This is an optimization exercise on Yosys and OpenROAD, whose aim is small area, a short achievable clock period and few clock cycles per item, not a production implementation.
RTL that was checked went through simulation tests only; none was proved equivalent to the original.

== rev 12 ==
==> module acm_back, before the edit <==
module acm_back (
   input  logic        clock,
   input  logic        reset,
   input  logic        adv,
   input  logic        i_v,
   input  logic        i_pv,
   input  logic        i_sx,
   input  logic        i_sy,
   input  logic [1:0]  i_la,
   input  logic [1:0]  i_ra,
   input  logic [8:0]  i_dx,
   input  logic [8:0]  i_dy,
   input  logic [8:0]  i_ex,
   input  logic [8:0]  i_ey,
   input  logic [13:0] span_x,
   input  logic [13:0] span_y,
   input  logic [11:0] margin_x,
   input  logic [11:0] margin_y,
   output logic        o_v,
   output logic [36:0] o_rsp       
);
   localparam int NST = 8;
   logic        vc_ff, pvc_ff, sxc_ff, syc_ff;
   logic [1:0]  lac_ff, rac_ff;
   logic [22:0] sxs_ff, sxc2_ff, sys_ff, syc2_ff;
   logic [8:0]  exc_ff, eyc_ff;
   logic [45:0] mx_cs, my_cs;
   acm_mul u_mul_x (.span(span_x), .mag(i_dx), .cs(mx_cs));
   acm_mul u_mul_y (.span(span_y), .mag(i_dy), .cs(my_cs));
   always_ff @(posedge clock) begin
      if (reset) vc_ff <= 1'b0;
      else if (adv) vc_ff <= i_v;
      if (adv) begin
         pvc_ff <= i_pv;
         sxc_ff <= i_sx;
         syc_ff <= i_sy;
         lac_ff <= i_la;
         rac_ff <= i_ra;
         {sxs_ff, sxc2_ff} <= mx_cs;
         {sys_ff, syc2_ff} <= my_cs;
         exc_ff <= i_ex;
         eyc_ff <= i_ey;
      end
   end
   logic        vm_ff, pvm_ff, sxm_ff, sym_ff;
   logic [1:0]  lam_ff, ram_ff;
   logic [22:0] nxm_ff, nym_ff;
   logic [8:0]  exm_ff, eym_ff;
   logic [22:0] nx, ny;
   logic [8:0]  ex0, ey0;
   acm_cpa u_cpa_x (.s(sxs_ff), .c(sxc2_ff), .e(exc_ff), .n(nx), .e_out(ex0));
   acm_cpa u_cpa_y (.s(sys_ff), .c(syc2_ff), .e(eyc_ff), .n(ny), .e_out(ey0));
   always_ff @(posedge clock) begin
      if (reset) vm_ff <= 1'b0;
      else if (adv) vm_ff <= vc_ff;
      if (adv) begin
         pvm_ff <= pvc_ff;
         sxm_ff <= sxc_ff;
         sym_ff <= syc_ff;
         lam_ff <= lac_ff;
         ram_ff <= rac_ff;
         nxm_ff <= nx;
         nym_ff <= ny;
         exm_ff <= ex0;
         eym_ff <= ey0;
      end
   end
   logic        v_ff  [NST];
   logic        pv_ff [NST];
   logic        sx_ff [NST];
   logic        sy_ff [NST];
   logic [1:0]  la_ff [NST];
   logic [1:0]  ra_ff [NST];
   logic [24:0] wx_ff [NST];
   logic [24:0] wy_ff [NST];
   logic [8:0]  ex_ff [NST];
   logic [8:0]  ey_ff [NST];
   logic [24:0] wx_n [NST];
   logic [24:0] wy_n [NST];
   acm_div2 u_div_x0 (.w({2'b00, nxm_ff}), .d(exm_ff), .w_out(wx_n[0]));
   acm_div2 u_div_y0 (.w({2'b00, nym_ff}), .d(eym_ff), .w_out(wy_n[0]));
   always_ff @(posedge clock) begin
      if (reset) v_ff[0] <= 1'b0;
      else if (adv) v_ff[0] <= vm_ff;
      if (adv) begin
         pv_ff[0] <= pvm_ff;
         sx_ff[0] <= sxm_ff;
         sy_ff[0] <= sym_ff;
         la_ff[0] <= lam_ff;
         ra_ff[0] <= ram_ff;
         wx_ff[0] <= wx_n[0];
         wy_ff[0] <= wy_n[0];
         ex_ff[0] <= exm_ff;
         ey_ff[0] <= eym_ff;
      end
   end
   for (genvar s = 1; s < NST; s++) begin : g_div
      acm_div2 u_div_x (.w(wx_ff[s-1]), .d(ex_ff[s-1]), .w_out(wx_n[s]));
      acm_div2 u_div_y (.w(wy_ff[s-1]), .d(ey_ff[s-1]), .w_out(wy_n[s]));
      always_ff @(posedge clock) begin
         if (reset) v_ff[s] <= 1'b0;
         else if (adv) v_ff[s] <= v_ff[s-1];
         if (adv) begin
            pv_ff[s] <= pv_ff[s-1];
            sx_ff[s] <= sx_ff[s-1];
            sy_ff[s] <= sy_ff[s-1];
            la_ff[s] <= la_ff[s-1];
            ra_ff[s] <= ra_ff[s-1];
            wx_ff[s] <= wx_n[s];
            wy_ff[s] <= wy_n[s];
            ex_ff[s] <= ex_ff[s-1];
            ey_ff[s] <= ey_ff[s-1];
         end
      end
   end
   logic pv_l;
   logic [15:0] px, py;
   acm_place u_place_x (.q(wx_ff[NST-1][15:0]), .neg(sx_ff[NST-1]), .m(margin_x), .p(px));
   acm_place u_place_y (.q(wy_ff[NST-1][15:0]), .neg(sy_ff[NST-1]), .m(margin_y), .p(py));
   assign pv_l = pv_ff[NST-1];
   assign o_v  = v_ff[NST-1];
   assign o_rsp = {pv_l, ra_ff[NST-1], la_ff[NST-1], pv_l ? py : 16'd0, pv_l ? px : 16'd0};
endmodule
==> module acm_div2, before the edit <==
module acm_div2 (
   input  logic [24:0] w,
   input  logic [8:0]  d,
   output logic [24:0] w_out
);
   assign w_out = acm_pkg::div_step(acm_pkg::div_step(w, d), d);
endmodule
Settings: LEC_CHECK=0, ABC_AREA=1, CAP_MARGIN=20, CORE_MARGIN=2, CORE_UTILIZATION=40, SETUP_SLACK_MARGIN=4.3, SLEW_MARGIN=20, SYNTH_HIERARCHICAL=1; clock period 7.5 ns.
run.sh (not shown) runs the stock make flow with config.mk's settings and CLKGATE_MAP_FILE= SYNTH_SCRIPT=/design/flow/synth_recipe.tcl, a recipe that flattens the netlist after the stock synthesis.
For rev 13, these inputs were changed with respect to rev 12:
--- a/flow/design.v
+++ b/flow/design.v
@@ -438,12 +438,12 @@
    logic [24:0] wy_ff [NST];
    logic [8:0]  ex_ff [NST];
    logic [8:0]  ey_ff [NST];
    logic [24:0] wx_n [NST];
    logic [24:0] wy_n [NST];
-   acm_div2 u_div_x0 (.w({2'b00, nxm_ff}), .d(exm_ff), .w_out(wx_n[0]));
-   acm_div2 u_div_y0 (.w({2'b00, nym_ff}), .d(eym_ff), .w_out(wy_n[0]));
+   acm_div4 u_div_x0 (.w({2'b00, nxm_ff}), .d(exm_ff), .w_out(wx_n[0]));
+   acm_div4 u_div_y0 (.w({2'b00, nym_ff}), .d(eym_ff), .w_out(wy_n[0]));
    always_ff @(posedge clock) begin
       if (reset) v_ff[0] <= 1'b0;
       else if (adv) v_ff[0] <= vm_ff;
       if (adv) begin
          pv_ff[0] <= pvm_ff;
@@ -456,12 +456,12 @@
          ex_ff[0] <= exm_ff;
          ey_ff[0] <= eym_ff;
       end
    end
    for (genvar s = 1; s < NST; s++) begin : g_div
-      acm_div2 u_div_x (.w(wx_ff[s-1]), .d(ex_ff[s-1]), .w_out(wx_n[s]));
-      acm_div2 u_div_y (.w(wy_ff[s-1]), .d(ey_ff[s-1]), .w_out(wy_n[s]));
+      acm_div4 u_div_x (.w(wx_ff[s-1]), .d(ex_ff[s-1]), .w_out(wx_n[s]));
+      acm_div4 u_div_y (.w(wy_ff[s-1]), .d(ey_ff[s-1]), .w_out(wy_n[s]));
       always_ff @(posedge clock) begin
          if (reset) v_ff[s] <= 1'b0;
          else if (adv) v_ff[s] <= v_ff[s-1];
          if (adv) begin
             pv_ff[s] <= pv_ff[s-1];
@@ -499,16 +499,33 @@
    output logic [8:0]  e_out
 );
    assign n     = s + c;
    assign e_out = ({2'b00, n[22:16]} >= e) ? 9'd0 : e;
 endmodule
-module acm_div2 (
+module acm_div4 (
    input  logic [24:0] w,
    input  logic [8:0]  d,
    output logic [24:0] w_out
 );
-   assign w_out = acm_pkg::div_step(acm_pkg::div_step(w, d), d);
+   logic [11:0] x, nd1, nd2, cs_s, cs_c, u1, u2, u3;
+   logic [8:0]  r;
+   logic [1:0]  q;
+   always_comb begin
+      x    = {1'b0, w[24:14]};
+      nd1  = ~{3'b000, d};
+      nd2  = ~{2'b00, d, 1'b0};
+      cs_s = x ^ nd1 ^ nd2;
+      cs_c = {(x[10:0] & nd1[10:0]) | (x[10:0] & nd2[10:0]) | (nd1[10:0] & nd2[10:0]), 1'b0};
+      u1   = x + nd1 + 12'd1;
+      u2   = x + nd2 + 12'd1;
+      u3   = cs_s + cs_c + 12'd2;
+      if (!u3[11])      begin q = 2'd3; r = u3[8:0]; end
+      else if (!u2[11]) begin q = 2'd2; r = u2[8:0]; end
+      else if (!u1[11]) begin q = 2'd1; r = u1[8:0]; end
+      else              begin q = 2'd0; r = x[8:0];  end
+      w_out = {r, w[13:0], q};
+   end
 endmodule
 module acm_place (
    input  logic [15:0] q,
    input  logic        neg,
    input  logic [11:0] m,
Results
Compared with rev 12, rev 13 shows average cell area after synthesis that has gone down slightly. The finished layout cell area number comes out higher for rev 13 vs rev 12. Side by side, post-synth design cell area turned out higher in rev 13 than in rev 12. In summary, rev 13 completed successfully, with a layout that passed the timing, design-rule and antenna checks. [compare] base=rev 12 new=rev 13: clock buffer count from CTS rose by 12%; count of multi-input combinational gates rose by 784; setup slack rose by 130 ps. Minimum period implied by the final worst setup slack (rev 13 over rev 12): decrease, 130 ps. Delay of the slowest critical-path stage, rev 12 and rev 13: lower on rev 12. Changes observed in rev 13 relative to rev 12: maximum number of pins on one net before global-route repair shrank by about 25%; non-clock inverter total of the final layout has increased.
Testbench counts of rev 13, summed over its fixed seeds: cycles 2,512, items 2,400.
For rev 12, only the layout was checked, not whether the RTL still works.


try-delta:
angle_to_cursor_calibrated_mapper_top, a different RTL version from the one above (not shown whole).
Size: ~10,000 cells after synthesis, ~85,000 um2 of cells after synthesis.
make LEC_CHECK=0 ABC_AREA=1 CAP_MARGIN=20 CORE_MARGIN=2 CORE_UTILIZATION=60 CTS_BUF_LIST=sky130_fd_sc_hd__clkbuf_8 PLACE_DENSITY=0.72 SETUP_SLACK_MARGIN=4.3 SLEW_MARGIN=20 SYNTH_HIERARCHICAL=1 finish   # period 7.5 ns
try-delta closes out successfully: all stages finished, all timing, DRC and antenna checks passed.
Testbench counts of try-delta, summed over its fixed seeds: cycles 2,512, items 2,400.
Setup changes, try-delta to try-quartz
--- a/flow/design.v
+++ b/flow/design.v
@@ -3,6 +3,34 @@
    localparam int SPAN_X_RESET = 1820;
    localparam int SPAN_Y_RESET = 980;
    localparam int MARGIN_RESET = 50;
+   function automatic logic [24:0] div_step(input logic [24:0] w, input logic [8:0] d);
+      logic [9:0] x, y, g, p, gg, pp, g2, p2, c, t;
+      logic ge;
+      x = w[24:15];
+      y = ~{1'b0, d};
+      g = x & y;
+      p = x ^ y;
+      gg = g;
+      pp = p;
+      for (int s = 1; s < 10; s = s * 2) begin
+         g2 = gg;
+         p2 = pp;
+         for (int i = 0; i < 10; i++) begin
+            if (i >= s) begin
+               g2[i] = gg[i] | (pp[i] & gg[i-s]);
+               p2[i] = pp[i] & pp[i-s];
+            end
+         end
+         gg = g2;
+         pp = p2;
+      end
+      c[0] = 1'b1;
+      for (int i = 1; i < 10; i++) c[i] = gg[i-1] | pp[i-1];
+      ge = gg[9] | pp[9];
+      t  = p ^ c;
+      if (ge) div_step = {t[8:0], w[14:0], 1'b1};
+      else    div_step = {x[8:0], w[14:0], 1'b0};
+   endfunction
    function automatic logic [45:0] csa(input logic [22:0] x, input logic [22:0] y,
                                        input logic [22:0] z);
       logic [22:0] s, c;
Diff try-delta -> try-quartz: total via count after detailed routing stayed essentially flat; final cell count neither gained nor lost much; sequential cell area saw little to no change; met1 capacity usage during global routing held.
Compared try-delta against try-quartz; netlist area before placement within noise.
Testbench counts of try-quartz, summed over its fixed seeds: cycles 2,512, items 2,400.

==> port drivers added, routing unchanged <==
No port has a modelled driver above. Below, the same layouts with a new extraction and two added sets of constraints.
Step 1, drivers: a clkbuf_16 drives clock and a buf_2 each remaining input, both assumed.
Step 2 also shifts input and output timing later by t, the mid clock arrival at the registers, as if the neighbouring blocks saw the same clock.
Slacks: ideal / step 1 / step 2; pairs: ideal / step 1.
| run | shift t [ns] | setup slack, ns | pins driven straight from the clock port |
|---|---|---|---|
| rev 12 | 0.840 | 4.256 / 4.256 / 3.682 | 1 |
| rev 13 | 0.827 | 4.384 / 4.311 / 3.637 | 1 |
| try-delta | 0.963 | 4.397 / 4.340 / 3.842 | 1 |
| try-quartz | 0.963 | 4.397 / 4.340 / 3.842 | 1 |
After both steps every run listed still meets setup and hold. The setup slack of rev 13, which loses most, moves by -0.073 ns with the drivers and by -0.747 ns with both steps.
